This is an optimization exercise on Yosys and OpenROAD, whose aim is small area and a short achievable clock period, not a production implementation.
The RTL was checked by simulation tests, not by an equivalence proof against the original design.
No activity file was given, so power comes from the tool's default toggle rates.

Design sync_fifo_param, start of the top module:
module sync_fifo_param
#(
    parameter int DATA_W    = fifo_pkg::DEF_DATA_W,
    parameter int ADDR_W    = fifo_pkg::DEF_ADDR_W,
    parameter int AF_THRESH = (1 << ADDR_W) - 2,
    parameter int AE_THRESH = 2
) (
    input  logic              sys_clk,
    input  logic              sys_rst,
    input  logic              wr_en,
    input  logic [DATA_W-1:0] din,
    input  logic              rd_en,
    output logic [DATA_W-1:0] dout,
    output logic              full,
    output logic              empty,
    output logic              almost_full,
    output logic              almost_empty,
    output logic [ADDR_W:0]   data_count,
    output logic              overflow,
    output logic              underflow
);
Size in the first run: about 35 I/O pins, roughly 71000 µm² of cells after synthesis.
==> flow/config.mk <==
export PLATFORM = sky130hd
export DESIGN_NAME = sync_fifo_param
export DESIGN_NICKNAME = sync_fifo_param
export VERILOG_FILES = /design/flow/design.v
export SDC_FILE = /design/flow/constraint.sdc
export NUM_CORES = 4
export LEC_CHECK = 0
export CAP_MARGIN = 20
export CORE_MARGIN = 2
export CORE_UTILIZATION = 40
export CTS_CLUSTER_DIAMETER = 100
export CTS_CLUSTER_SIZE = 25
export SETUP_SLACK_MARGIN = 1.9
export SLEW_MARGIN = 20
export SYNTH_HIERARCHICAL = 1
==> flow/constraint.sdc <==
create_clock -name core_clock -period 4.0 [get_ports {sys_clk}]
set_input_delay 0.8000 -clock core_clock [delete_from_list [all_inputs] [get_ports {sys_clk}]]
set_output_delay 0.8000 -clock core_clock [all_outputs]
set_load 0.01 [all_outputs]
run.sh (not shown) runs the stock make flow with config.mk's settings and CLKGATE_MAP_FILE= SYNTH_SCRIPT=/design/flow/synth_recipe.tcl, a recipe that flattens the netlist after the stock synthesis.
Then changed:
CORE_UTILIZATION = 50   (was 40)
=>
- worst setup slack degrades by 45 ps
- clock-buffer cell count increases by 8
- non-clock buffer count increases by 6
- routed wire length decreases by 2.6%
- final area decreases by 0.88%
- fmax decreases by 1.9%

Another version of the RTL of sync_fifo_param (not shown whole).
Size: roughly 5500 cells after synthesis, about 2100 flip-flops, about 71000 um2 of cells after synthesis.
Settings: LEC_CHECK=0, CAP_MARGIN=20, CORE_MARGIN=2, CORE_UTILIZATION=50, CTS_CLUSTER_DIAMETER=100, CTS_CLUSTER_SIZE=25, SETUP_SLACK_MARGIN=1.9, SLEW_MARGIN=20, SYNTH_HIERARCHICAL=1; clock period 4.0 ns.
standard.sh (not shown) runs the stock make flow with config.mk's settings and CLKGATE_MAP_FILE= SYNTH_SCRIPT=/design/flow/synth_recipe.tcl, a recipe that flattens the netlist after the stock synthesis.
==> flow/flow/run.sh <==
#!/bin/bash
# Layout of the design: the standard flow, with one step added after
# placement: flow/pull_out_regs.tcl moves the registers that drive output
# ports next to the ports' buffers and legalizes the placement again.
# Everything else, synthesis included, is the standard flow's. Each part's
# output goes to a log file of its own here; ORFS keeps each step's own log
# under orfs/logs/.
set -euo pipefail
bash standard.sh place > flow_place.log 2>&1
res=orfs/results/$FLOW_PLATFORM/sync_fifo_param/base
PLATFORM_DIR=$FLOW_HOME/platforms/$FLOW_PLATFORM PLACE_ODB=$res/3_place.odb \
  openroad -no_init -exit flow/pull_out_regs.tcl > flow_pull_out_regs.log 2>&1
bash standard.sh finish > flow_finish.log 2>&1
==> flow/flow/pull_out_regs.tcl <==
# After placement: move each register (and an inverter between it and the
# port buffer, if there is one) that drives an output port's buffer next
# to that buffer, then legalize. The output paths are the slowest paths of
# this design, and the registers otherwise sit far from their port.
set plat $::env(PLATFORM_DIR)
read_lef $plat/lef/sky130_fd_sc_hd.tlef
read_lef $plat/lef/sky130_fd_sc_hd_merged.lef
read_liberty $plat/lib/sky130_fd_sc_hd__tt_025C_1v80.lib
read_db $::env(PLACE_ODB)
set block [ord::get_db_block]

proc driver_inst {net} {
  foreach it [$net getITerms] {
    if {[$it isOutputSignal]} { return [$it getInst] }
  }
  return ""
}
proc input_net {inst} {
  foreach it [$inst getITerms] {
    if {[$it isInputSignal] && [$it getNet] != "NULL"} {
      set n [$it getNet]
      if {[$n getSigType] == "SIGNAL"} { return $n }
    }
  }
  return ""
}

set moved 0
foreach bt [$block getBTerms] {
  if {[$bt getIoType] != "OUTPUT"} continue
  set buf [driver_inst [$bt getNet]]
  if {$buf == ""} continue
  set loc [$buf getLocation]
  set src [driver_inst [input_net $buf]]
  for {set k 0} {$k < 2 && $src != ""} {incr k} {
    set m [[$src getMaster] getName]
    if {[$src isFixed]} break
    $src setLocation [lindex $loc 0] [lindex $loc 1]
    incr moved
    puts "moved $m [$src getName] to $loc"
    if {[string match "*__df*" $m]} break
    if {![string match "*__inv*" $m]} break
    set src [driver_inst [input_net $src]]
  }
}
puts "moved $moved instances"
detailed_placement
check_placement -verbose
write_db $::env(PLACE_ODB)
Rerun with:
--- a/flow/flow/run.sh
+++ b/flow/flow/run.sh
@@ -2,3 +2,5 @@
-# Layout of the design: the standard flow, with one step added after
-# placement: flow/pull_out_regs.tcl moves the registers that drive output
-# ports next to the ports' buffers and legalizes the placement again.
+# Layout of the design: the standard flow, with two changes:
+# - the input and output ports get plain buffers (buf_4) instead of the
+#   delay cells that buffer_ports picks by default;
+# - after placement, flow/pull_out_regs.tcl moves the registers that drive
+#   output ports next to the ports' buffers and legalizes the placement.
@@ -8,0 +11 @@
+export BUFFER_PORTS_ARGS="-buffer_cell sky130_fd_sc_hd__buf_4"
CORE_UTILIZATION = 62   (was 50)
Outcome: Synthesized area is unchanged. Register-to-register slack is worse by 80 ps. Cell count drops by 4.7%. Total power hardly moves. Setup slack is worse by 52 ps. Via count climbs by 1.1%. Synthesized cell count stays the same. Worst hold slack is worse by 300 ps. Fmax drops by 2.4%. Design area barely changes. Die area drops by 19%.
Rerun with:
--- a/flow/flow/run.sh
+++ b/flow/flow/run.sh
@@ -2,5 +2,4 @@
-# Layout of the design: the standard flow, with two changes:
-# - the input and output ports get plain buffers (buf_4) instead of the
-#   delay cells that buffer_ports picks by default;
-# - after placement, flow/pull_out_regs.tcl moves the registers that drive
-#   output ports next to the ports' buffers and legalizes the placement.
+# Layout of the design: the standard flow, with one step added after
+# placement: flow/pull_out_regs.tcl moves the registers that drive output
+# ports next to the ports' buffers, doubles the drive of the store's select
+# gates, and legalizes the placement again.
@@ -11 +9,0 @@
-export BUFFER_PORTS_ARGS="-buffer_cell sky130_fd_sc_hd__buf_4"
--- a/flow/flow/pull_out_regs.tcl
+++ b/flow/flow/pull_out_regs.tcl
@@ -4,0 +5,3 @@
+# Also give the store's select gates (a nor2_1 driving a word's eight
+# a222oi bits) double drive strength: synthesis sizes them for a light
+# load, and they are the slow step of the store's paths.
@@ -46,0 +50,18 @@
+
+set nor2_2 [[ord::get_db] findMaster sky130_fd_sc_hd__nor2_2]
+set sized 0
+foreach inst [$block getInsts] {
+  if {[[$inst getMaster] getName] != "sky130_fd_sc_hd__nor2_1"} continue
+  set loads 0
+  foreach it [$inst getITerms] {
+    if {![$it isOutputSignal] || [$it getNet] == "NULL"} continue
+    foreach l [[$it getNet] getITerms] {
+      if {[[[$l getInst] getMaster] getName] == "sky130_fd_sc_hd__a222oi_1"} { incr loads }
+    }
+  }
+  if {$loads >= 4} {
+    $inst swapMaster $nor2_2
+    incr sized
+  }
+}
+puts "sized up $sized select gates"
CORE_UTILIZATION = 50   (was 62)
Final area grows slightly.
Power grows slightly.
Via count shrinks slightly.
Clock skew hardly moves.
Worst setup slack improves by 55 ps.
Clock power hardly moves.
Core utilization shrinks by 12 points.
Flip-flop and latch count does not change.
Count of clock-buffer cells in the layout shrinks by 5.
Die area grows by a quarter to a third.
Register-to-register slack improves by 80 ps.
Rerun with:
--- a/flow/flow/run.sh
+++ b/flow/flow/run.sh
@@ -2,4 +2,5 @@
-# Layout of the design: the standard flow, with one step added after
-# placement: flow/pull_out_regs.tcl moves the registers that drive output
-# ports next to the ports' buffers, doubles the drive of the store's select
-# gates, and legalizes the placement again.
+# Layout of the design: the standard flow, with two changes:
+# - the input and output ports get plain buffers (buf_4) instead of the
+#   delay cells that buffer_ports picks by default;
+# - after placement, flow/pull_out_regs.tcl moves the registers that drive
+#   output ports next to the ports' buffers and legalizes the placement.
@@ -9,0 +11 @@
+export BUFFER_PORTS_ARGS="-buffer_cell sky130_fd_sc_hd__buf_4"
--- a/flow/flow/pull_out_regs.tcl
+++ b/flow/flow/pull_out_regs.tcl
@@ -5,3 +4,0 @@
-# Also give the store's select gates (a nor2_1 driving a word's eight
-# a222oi bits) double drive strength: synthesis sizes them for a light
-# load, and they are the slow step of the store's paths.
@@ -50,18 +46,0 @@
-
-set nor2_2 [[ord::get_db] findMaster sky130_fd_sc_hd__nor2_2]
-set sized 0
-foreach inst [$block getInsts] {
-  if {[[$inst getMaster] getName] != "sky130_fd_sc_hd__nor2_1"} continue
-  set loads 0
-  foreach it [$inst getITerms] {
-    if {![$it isOutputSignal] || [$it getNet] == "NULL"} continue
-    foreach l [[$it getNet] getITerms] {
-      if {[[[$l getInst] getMaster] getName] == "sky130_fd_sc_hd__a222oi_1"} { incr loads }
-    }
-  }
-  if {$loads >= 4} {
-    $inst swapMaster $nor2_2
-    incr sized
-  }
-}
-puts "sized up $sized select gates"
SETUP_SLACK_MARGIN = 2.0   (was 1.9)
Outcome: Total power drops slightly; synthesized cell count is unchanged; flip-flop and latch count is unchanged; cell count is higher slightly.

separate check: timing with driven ports:
No port has a modelled driver above. Below, the same layouts with a new extraction and two added sets of constraints. Step 1: set_driving_cell puts a clkbuf_16 on sys_clk and a buf_2 on each other input, an assumption about the parent block. Step 2 moves the port delays by t, midway between the first and last clock arrival at a register: inputs arrive t later, outputs are due t later. That takes back most of the time a late clock gives input paths. a / b / c = no drivers / after step 1 / after step 2; a / b = the first two.
| run | shift t [ns] | setup slack, ns | hold slack, ns |
|---|---|---|---|
| the first run of note 1 | 0.837 | 1.739 / 1.693 / 1.048 | 0.433 / 0.375 / 0.433 |
| the second run of note 1 | 0.812 | 1.695 / 1.615 / 1.026 | 0.438 / 0.438 / 0.438 |
| the first run of note 2 | 0.802 | 1.896 / 1.833 / 1.110 | 0.427 / 0.423 / 0.427 |
| the second run of note 2 | 0.784 | 1.844 / 1.799 / 1.015 | 0.124 / 0.077 / 0.436 |
| the third run of note 2 | 0.805 | 1.899 / 1.836 / 1.144 | 0.430 / 0.418 / 0.430 |
| the fourth run of note 2 | 0.817 | 1.913 / 1.831 / 1.263 | 0.168 / 0.115 / 0.428 |
After both steps setup and hold are still met in every run listed. The setup slack of the second run of note 2, which loses most, moves by -0.045 ns with the drivers and by -0.829 ns with both steps.
